Context: an optimization exercise on an open-source flow, tuned for a short achievable clock period and few clock cycles. The choices shown serve that exercise and are no tape-out recipe.
Function was checked by simulation only, so behaviour that the tests miss may differ from the original.
Power and IR drop assume default switching activity.

==> trial 81 <==
==> flow/design.v (excerpt) <==
module pagerank_top (
	input logic clk,
	input logic rst,
	input logic sr_valid,
	input logic sr_is_write,
	input logic [31:0] sr_addr,
	input logic [63:0] sr_wdata,
	output logic sr_resp_valid,
	output logic [63:0] sr_resp_data,
	output logic ar_valid,
	output logic [1:0] ar_id,
	output logic [63:0] ar_addr,
	input logic ar_ready,
	input logic r_valid,
	input logic [1:0] r_id,
	input logic [63:0] r_data,
	output logic r_ready,
	output logic aw_valid,
	output logic [63:0] aw_addr,
	input logic aw_ready,
	output logic w_valid,
	output logic [63:0] w_data,
	input logic w_ready,
	input logic b_valid,
	output logic b_ready
);
	pr_pkg::sr_req_t sr_req;
	pr_pkg::mem_ar_t ar;
	pr_pkg::mem_r_t r;
	pr_pkg::mem_aw_t aw;
	assign sr_req.is_write = sr_is_write;
	assign sr_req.addr = sr_addr;
	assign sr_req.data = sr_wdata;
	assign ar_id = ar.id;
	assign ar_addr = ar.addr;
	assign r.id = r_id;
	assign r.data.raw = r_data;
	assign aw_addr = aw.addr;
	pr_pkg::round_cfg_t round_cfg;
	logic round_start;
	logic round_done;
	logic vert_valid;
	pr_pkg::vert_rec_t vert;
	logic vert_ready;
	logic score_valid;
	logic [63:0] score;
	logic score_ready;
	logic job_valid;
	pr_pkg::div_job_t job;
	logic job_ready;
	logic res_valid;
	pr_pkg::div_res_t res;
	logic res_ready;
	pr_ctrl_regs i_ctrl_regs (
		.clk(clk), .rst(rst),
		.sr_valid(sr_valid), .sr_req(sr_req),
		.sr_resp_valid(sr_resp_valid), .sr_resp_data(sr_resp_data),
		.round_done(round_done), .round_cfg(round_cfg), .round_start(round_start)
	);
	pr_fetch i_fetch (
		.clk(clk), .rst(rst),
		.round_cfg(round_cfg), .round_start(round_start),
		.ar_valid(ar_valid), .ar(ar), .ar_ready(ar_ready),
		.r_valid(r_valid), .r(r), .r_ready(r_ready),
		.vert_valid(vert_valid), .vert(vert), .vert_ready(vert_ready),
		.score_valid(score_valid), .score(score), .score_ready(score_ready)
	);
	pr_accum i_accum (
		.clk(clk), .rst(rst),
		.round_cfg(round_cfg), .round_start(round_start),
		.vert_valid(vert_valid), .vert(vert), .vert_ready(vert_ready),
		.score_valid(score_valid), .score(score), .score_ready(score_ready),
		.job_valid(job_valid), .job(job), .job_ready(job_ready),
		.res_valid(res_valid), .res(res)
	);
	logic in_sel;
	logic out_sel;
  ...
==> flow/config.mk <==
export PLATFORM = sky130hd
export DESIGN_NAME = pagerank_top
export DESIGN_NICKNAME = pagerank_top
export VERILOG_FILES = /design/flow/design.v
export SDC_FILE = /design/flow/constraint.sdc
export NUM_CORES = 4
export LEC_CHECK = 0
export CAP_MARGIN = 20
export CORE_MARGIN = 2
export CORE_UTILIZATION = 40
export SETUP_SLACK_MARGIN = 3.0
export SLEW_MARGIN = 20
export TNS_END_PERCENT = 30
==> flow/constraint.sdc <==
create_clock -name core_clock -period 7.5 [get_ports {clk}]
set_input_delay 1.5000 -clock core_clock [delete_from_list [all_inputs] [get_ports {clk}]]
set_output_delay 1.5000 -clock core_clock [all_outputs]
set_load 0.01 [all_outputs]
run.sh (not shown) runs the stock make flow with config.mk's settings and CLKGATE_MAP_FILE= SYNTH_SCRIPT=/design/flow/synth_recipe.tcl, a recipe that flattens the netlist after the stock synthesis.
==> build 16 (differences from trial 81) <==
--- a/flow/design.v
+++ b/flow/design.v
@@ -107,51 +107,12 @@
 	end
 	always_ff @(posedge clk) begin
 		if (do_wr)
 			mem[wr_ptr] <= wr_data;
 	end
 endmodule
-module pr_cfifo #(
-	parameter int width = 64,
-	parameter int depth = 16
-) (
-	input logic clk,
-	input logic rst,
-	input logic wr_en,
-	input logic [width-1:0] wr_data,
-	input logic rd_en,
-	output logic [width-1:0] rd_data,
-	output logic empty,
-	output logic [$clog2(depth+1)-1:0] count
-);
-	logic [width-1:0] mem [depth];
-	logic [$clog2(depth)-1:0] wr_ptr;
-	logic [$clog2(depth)-1:0] rd_ptr;
-	assign empty = (count == 0);
-	assign rd_data = mem[rd_ptr];
-	always_ff @(posedge clk) begin
-		if (rst) begin
-			wr_ptr <= '0;
-			rd_ptr <= '0;
-			count <= '0;
-		end else begin
-			if (wr_en)
-				wr_ptr <= wr_ptr + 1'b1;
-			if (rd_en)
-				rd_ptr <= rd_ptr + 1'b1;
-			if (wr_en && !rd_en)
-				count <= count + 1'b1;
-			else if (rd_en && !wr_en)
-				count <= count - 1'b1;
-		end
-	end
-	always_ff @(posedge clk) begin
-		if (wr_en)
-			mem[wr_ptr] <= wr_data;
-	end
-endmodule
 module pr_ctrl_regs (
 	input logic clk,
 	input logic rst,
 	input logic sr_valid,
 	input pr_pkg::sr_req_t sr_req,
 	output logic sr_resp_valid,
@@ -253,75 +214,62 @@
 	output pr_pkg::vert_rec_t vert,
 	input logic vert_ready,
 	output logic score_valid,
 	output logic [63:0] score,
 	input logic score_ready
 );
-	localparam int depth = pr_pkg::fifo_depth;
 	logic [63:0] vert_q;
 	logic [31:0] ie_q;
+	logic vert_full;
 	logic vert_empty;
+	logic ie_full;
 	logic ie_empty;
+	logic score_full;
 	logic score_empty;
-	logic [4:0] vert_cnt;
-	logic [4:0] ie_cnt;
-	logic [4:0] score_cnt;
-	logic [4:0] out_v;
-	logic [4:0] out_i;
-	logic [4:0] out_s;
 	logic [31:0] vert_left;
 	logic [31:0] ie_left;
 	logic [63:0] vert_addr;
 	logic [63:0] ie_addr;
-	logic adv;
+	logic busy;
 	logic want_score;
 	logic want_ie;
 	logic want_vert;
 	logic issue;
-	logic rv_v;
-	logic rv_i;
-	logic rv_s;
 	always_comb begin
-		adv = !ar_valid || ar_ready;
-		want_score = !ie_empty && (6'(score_cnt) + 6'(out_s) < 6'(depth));
-		want_ie = (ie_left != 0) && (6'(ie_cnt) + 6'(out_i) < 6'(depth));
-		want_vert = (vert_left != 0) && (6'(vert_cnt) + 6'(out_v) < 6'(depth));
-		issue = !round_start && adv && (want_score || want_ie || want_vert);
-		rv_v = r_valid && (r.id == pr_pkg::rid_vert);
-		rv_i = r_valid && (r.id == pr_pkg::rid_inedge);
-		rv_s = r_valid && (r.id == pr_pkg::rid_score);
+		want_score = !ie_empty && !score_full;
+		want_ie = (ie_left != 0) && !ie_full;
+		want_vert = (vert_left != 0) && !vert_full;
+		issue = !round_start && !ar_valid && !busy && (want_score || want_ie || want_vert);
 	end
 	assign r_ready = 1'b1;
 	assign vert_valid = !vert_empty;
 	assign vert = vert_q;
 	assign score_valid = !score_empty;
 	always_ff @(posedge clk) begin
 		if (rst) begin
 			ar_valid <= 1'b0;
+			busy <= 1'b0;
 			vert_left <= '0;
 			ie_left <= '0;
-			out_v <= '0;
-			out_i <= '0;
-			out_s <= '0;
 		end else begin
 			if (round_start) begin
 				vert_left <= round_cfg.n_vert;
 				ie_left <= round_cfg.first ? '0 : round_cfg.n_inedges;
 			end else if (issue) begin
+				ar_valid <= 1'b1;
 				if (!want_score && want_ie)
 					ie_left <= ie_left - 32'd1;
 				else if (!want_score && !want_ie)
 					vert_left <= vert_left - 32'd1;
 			end
-			if (issue)
-				ar_valid <= 1'b1;
-			else if (adv)
+			if (ar_valid && ar_ready) begin
 				ar_valid <= 1'b0;
-			out_v <= out_v + 5'(issue && !want_score && !want_ie) - 5'(rv_v);
-			out_i <= out_i + 5'(issue && !want_score && want_ie) - 5'(rv_i);
-			out_s <= out_s + 5'(issue && want_score) - 5'(rv_s);
+				busy <= 1'b1;
+			end
+			if (r_valid)
+				busy <= 1'b0;
 		end
 	end
 	always_ff @(posedge clk) begin
 		if (round_start) begin
 			vert_addr <= round_cfg.vert_base;
 			ie_addr <= round_cfg.ie_base;
@@ -337,50 +285,50 @@
 				ar.id <= pr_pkg::rid_vert;
 				ar.addr <= vert_addr;
 				vert_addr <= vert_addr + 64'd8;
 			end
 		end
 	end
-	pr_cfifo #(
+	pr_fifo #(
 		.width(64),
-		.depth(depth)
+		.depth(pr_pkg::fifo_depth)
 	) i_vert_fifo (
 		.clk(clk),
 		.rst(rst),
-		.wr_en(rv_v),
+		.wr_en(r_valid && (r.id == pr_pkg::rid_vert)),
 		.wr_data(r.data.vert),
+		.full(vert_full),
 		.rd_en(vert_ready),
 		.rd_data(vert_q),
-		.empty(vert_empty),
-		.count(vert_cnt)
+		.empty(vert_empty)
 	);
-	pr_cfifo #(
+	pr_fifo #(
 		.width(32),
-		.depth(depth)
+		.depth(pr_pkg::fifo_depth)
 	) i_ie_fifo (
 		.clk(clk),
 		.rst(rst),
-		.wr_en(rv_i),
+		.wr_en(r_valid && (r.id == pr_pkg::rid_inedge)),
 		.wr_data(r.data.raw[31:0]),
+		.full(ie_full),
 		.rd_en(issue && want_score),
 		.rd_data(ie_q),
-		.empty(ie_empty),
-		.count(ie_cnt)
+		.empty(ie_empty)
 	);
-	pr_cfifo #(
+	pr_fifo #(
 		.width(64),
-		.depth(depth)
+		.depth(pr_pkg::fifo_depth)
 	) i_score_fifo (
 		.clk(clk),
 		.rst(rst),
-		.wr_en(rv_s),
+		.wr_en(r_valid && (r.id == pr_pkg::rid_score)),
 		.wr_data(r.data.raw),
+		.full(score_full),
 		.rd_en(score_ready),
 		.rd_data(score),
-		.empty(score_empty),
-		.count(score_cnt)
+		.empty(score_empty)
 	);
 endmodule
 module pr_accum (
 	input logic clk,
 	input logic rst,
 	input pr_pkg::round_cfg_t round_cfg,
@@ -453,75 +401,35 @@
 	output logic job_ready,
 	output logic res_valid,
 	output pr_pkg::div_res_t res,
 	input logic res_ready
 );
 	logic busy;
-	logic norm;
-	logic [6:0] cnt;
+	logic [5:0] cnt;
 	logic [63:0] quo;
 	logic [31:0] rem;
 	logic [31:0] dsr;
 	logic zero;
 	logic init_q;
 	logic [32:0] trial;
-	logic [63:0] nx;
-	logic [6:0] lz;
 	assign trial = {rem, quo[63]} - {1'b0, dsr};
-	assign job_ready = !busy && !norm && !res_valid;
+	assign job_ready = !busy && !res_valid;
 	assign res.quotient = zero ? '0 : quo;
 	assign res.is_init = init_q;
-	always_comb begin
-		nx = quo;
-		lz = '0;
-		if (nx[63:32] == '0) begin
-			nx = nx << 32;
-			lz = lz + 7'd32;
-		end
-		if (nx[63:48] == '0) begin
-			nx = nx << 16;
-			lz = lz + 7'd16;
-		end
-		if (nx[63:56] == '0) begin
-			nx = nx << 8;
-			lz = lz + 7'd8;
-		end
-		if (nx[63:60] == '0) begin
-			nx = nx << 4;
-			lz = lz + 7'd4;
-		end
-		if (nx[63:62] == '0) begin
-			nx = nx << 2;
-			lz = lz + 7'd2;
-		end
-		if (nx[63:63] == '0) begin
-			nx = nx << 1;
-			lz = lz + 7'd1;
-		end
-		if (nx[63] == 1'b0)
-			lz = 7'd64;
-	end
 	always_ff @(posedge clk) begin
 		if (rst) begin
 			busy <= 1'b0;
-			norm <= 1'b0;
 			res_valid <= 1'b0;
 			cnt <= '0;
 		end else begin
 			if (job_valid && job_ready) begin
-				norm <= 1'b1;
-			end else if (norm) begin
-				norm <= 1'b0;
-				cnt <= 7'd64 - lz;
-				if (lz == 7'd64)
-					res_valid <= 1'b1;
-				else
-					busy <= 1'b1;
+				busy <= 1'b1;
+				cnt <= '0;
 			end else if (busy) begin
-				cnt <= cnt - 7'd1;
-				if (cnt == 7'd1) begin
+				cnt <= cnt + 6'd1;
+				if (cnt == 6'(pr_pkg::word_w - 1)) begin
 					busy <= 1'b0;
 					res_valid <= 1'b1;
 				end
 			end
 			if (res_valid && res_ready)
 				res_valid <= 1'b0;
@@ -531,14 +439,12 @@
 		if (job_valid && job_ready) begin
 			quo <= job.dividend;
 			rem <= '0;
 			dsr <= job.divisor;
 			zero <= (job.divisor == 0);
 			init_q <= job.is_init;
-		end else if (norm) begin
-			quo <= nx;
 		end else if (busy) begin
 			if (!trial[32]) begin
 				rem <= trial[31:0];
 				quo <= {quo[62:0], 1'b1};
 			end else begin
 				rem <= {rem[30:0], quo[63]};
@@ -562,46 +468,45 @@
 	output logic [63:0] w_data,
 	input logic w_ready,
 	input logic b_valid,
 	output logic b_ready,
 	output logic round_done
 );
+	logic pend;
 	logic [31:0] idx;
-	logic [31:0] resp;
 	logic take;
-	assign res_ready = !aw_valid && !w_valid;
+	assign res_ready = !pend;
 	assign b_ready = 1'b1;
 	assign take = res_valid && res_ready && !res.is_init;
 	always_ff @(posedge clk) begin
 		if (rst) begin
+			pend <= 1'b0;
 			aw_valid <= 1'b0;
 			w_valid <= 1'b0;
 			round_done <= 1'b0;
 			idx <= '0;
-			resp <= '0;
 		end else begin
 			round_done <= 1'b0;
-			if (round_start) begin
+			if (round_start)
 				idx <= '0;
-				resp <= '0;
-			end
 			if (take) begin
+				pend <= 1'b1;
 				aw_valid <= 1'b1;
 				w_valid <= 1'b1;
-				idx <= idx + 32'd1;
 			end
 			if (aw_valid && aw_ready)
 				aw_valid <= 1'b0;
 			if (w_valid && w_ready)
 				w_valid <= 1'b0;
-			if (b_valid) begin
-				if (resp + 32'd1 == round_cfg.n_vert) begin
-					resp <= '0;
+			if (pend && b_valid) begin
+				pend <= 1'b0;
+				if (idx + 32'd1 == round_cfg.n_vert) begin
+					idx <= '0;
 					round_done <= 1'b1;
 				end else begin
-					resp <= resp + 32'd1;
+					idx <= idx + 32'd1;
 				end
 			end
 		end
 	end
 	always_ff @(posedge clk) begin
 		if (take) begin
@@ -682,41 +587,16 @@
 		.round_cfg(round_cfg), .round_start(round_start),
 		.vert_valid(vert_valid), .vert(vert), .vert_ready(vert_ready),
 		.score_valid(score_valid), .score(score), .score_ready(score_ready),
 		.job_valid(job_valid), .job(job), .job_ready(job_ready),
 		.res_valid(res_valid), .res(res)
 	);
-	logic in_sel;
-	logic out_sel;
-	logic [1:0] d_job_ready;
-	logic [1:0] d_res_valid;
-	pr_pkg::div_res_t d_res0;
-	pr_pkg::div_res_t d_res1;
-	assign job_ready = d_job_ready[in_sel];
-	assign res_valid = d_res_valid[out_sel];
-	assign res = out_sel ? d_res1 : d_res0;
-	always_ff @(posedge clk) begin
-		if (rst) begin
-			in_sel <= 1'b0;
-			out_sel <= 1'b0;
-		end else begin
-			if (job_valid && job_ready)
-				in_sel <= ~in_sel;
-			if (res_valid && res_ready)
-				out_sel <= ~out_sel;
-		end
-	end
-	pr_div i_div0 (
-		.clk(clk), .rst(rst),
-		.job_valid(job_valid && !in_sel), .job(job), .job_ready(d_job_ready[0]),
-		.res_valid(d_res_valid[0]), .res(d_res0), .res_ready(res_ready && !out_sel)
-	);
-	pr_div i_div1 (
+	pr_div i_div (
 		.clk(clk), .rst(rst),
-		.job_valid(job_valid && in_sel), .job(job), .job_ready(d_job_ready[1]),
-		.res_valid(d_res_valid[1]), .res(d_res1), .res_ready(res_ready && out_sel)
+		.job_valid(job_valid), .job(job), .job_ready(job_ready),
+		.res_valid(res_valid), .res(res), .res_ready(res_ready)
 	);
 	pr_writeback i_writeback (
 		.clk(clk), .rst(rst),
 		.round_cfg(round_cfg), .round_start(round_start),
 		.res_valid(res_valid), .res(res), .res_ready(res_ready),
 		.aw_valid(aw_valid), .aw(aw), .aw_ready(aw_ready),
--- a/flow/config.mk
+++ b/flow/config.mk
@@ -5,9 +5,7 @@
 export SDC_FILE = /design/flow/constraint.sdc
 export NUM_CORES = 4
 export LEC_CHECK = 0
 export CAP_MARGIN = 20
 export CORE_MARGIN = 2
 export CORE_UTILIZATION = 40
-export SETUP_SLACK_MARGIN = 3.0
 export SLEW_MARGIN = 20
-export TNS_END_PERCENT = 30
==> qor summary <==
	trial 81	build 16
Outcome	finished clean	finished clean
Maximum ir drop on the vdd rail	343 uV	428 uV
Routed length per instance	29.3 um	28.3 um
Synthesized netlist cell count	12000	9925
Total area of multi-input combinational cells	62400 um^2	47900 um^2
First-pass GRT wire length	797000 um	659000 um
Maximum number of pins on one net before global-route repair	191	167
Placed cell count	18000	15500
HPWL Detailed	359000 um	293000 um
Total power after layout	57.6 mW	50.7 mW
Count of instances resized after the clock tree is built	347	0
Final net count	13300	10900
Sw Pwr	15.7 mW	13.0 mW
Number of iterations in the first detailed-routing pass	10	6
Clk Latency, worst-skew pair	1.02 ns	0.97 ns
Testbench counts of trial 81, summed over its fixed seeds: cycles 123,055.
Testbench counts of build 16, summed over its fixed seeds: cycles 655,523.

==> static timing again, ports no longer ideal <==
How much do the figures lean on ideal ports? The routed layouts below were timed once more, with nothing changed but the port constraints. Step 1 sets driving cells, clkbuf_16 on the clock port and buf_2 on the other inputs (assumed; they add their load-dependent delay and slew). Step 2 also shifts input and output timing later by t, the mid clock arrival at the registers, as if the neighbouring blocks saw the same clock. Slacks: ideal ports / drivers / drivers and shift; pairs: ideal ports / drivers.
| run | shift t [ns] | setup slack, ns | worst hold slack (ns) | worst register clock-pin slew, ns |
|---|---|---|---|---|
| trial 81 | 1.080 | 2.495 / 2.495 / 1.908 | 0.469 / 0.469 / 0.469 | 0.07 / 0.07 |
| build 16 | 1.042 | 1.136 / 1.136 / 1.136 | 0.476 / 0.476 / 0.476 | 0.07 / 0.07 |
After both steps every run listed still meets setup and hold. For trial 81, which loses most, drivers alone change the setup slack by 0.000 ns; drivers and shift together by -0.587 ns.
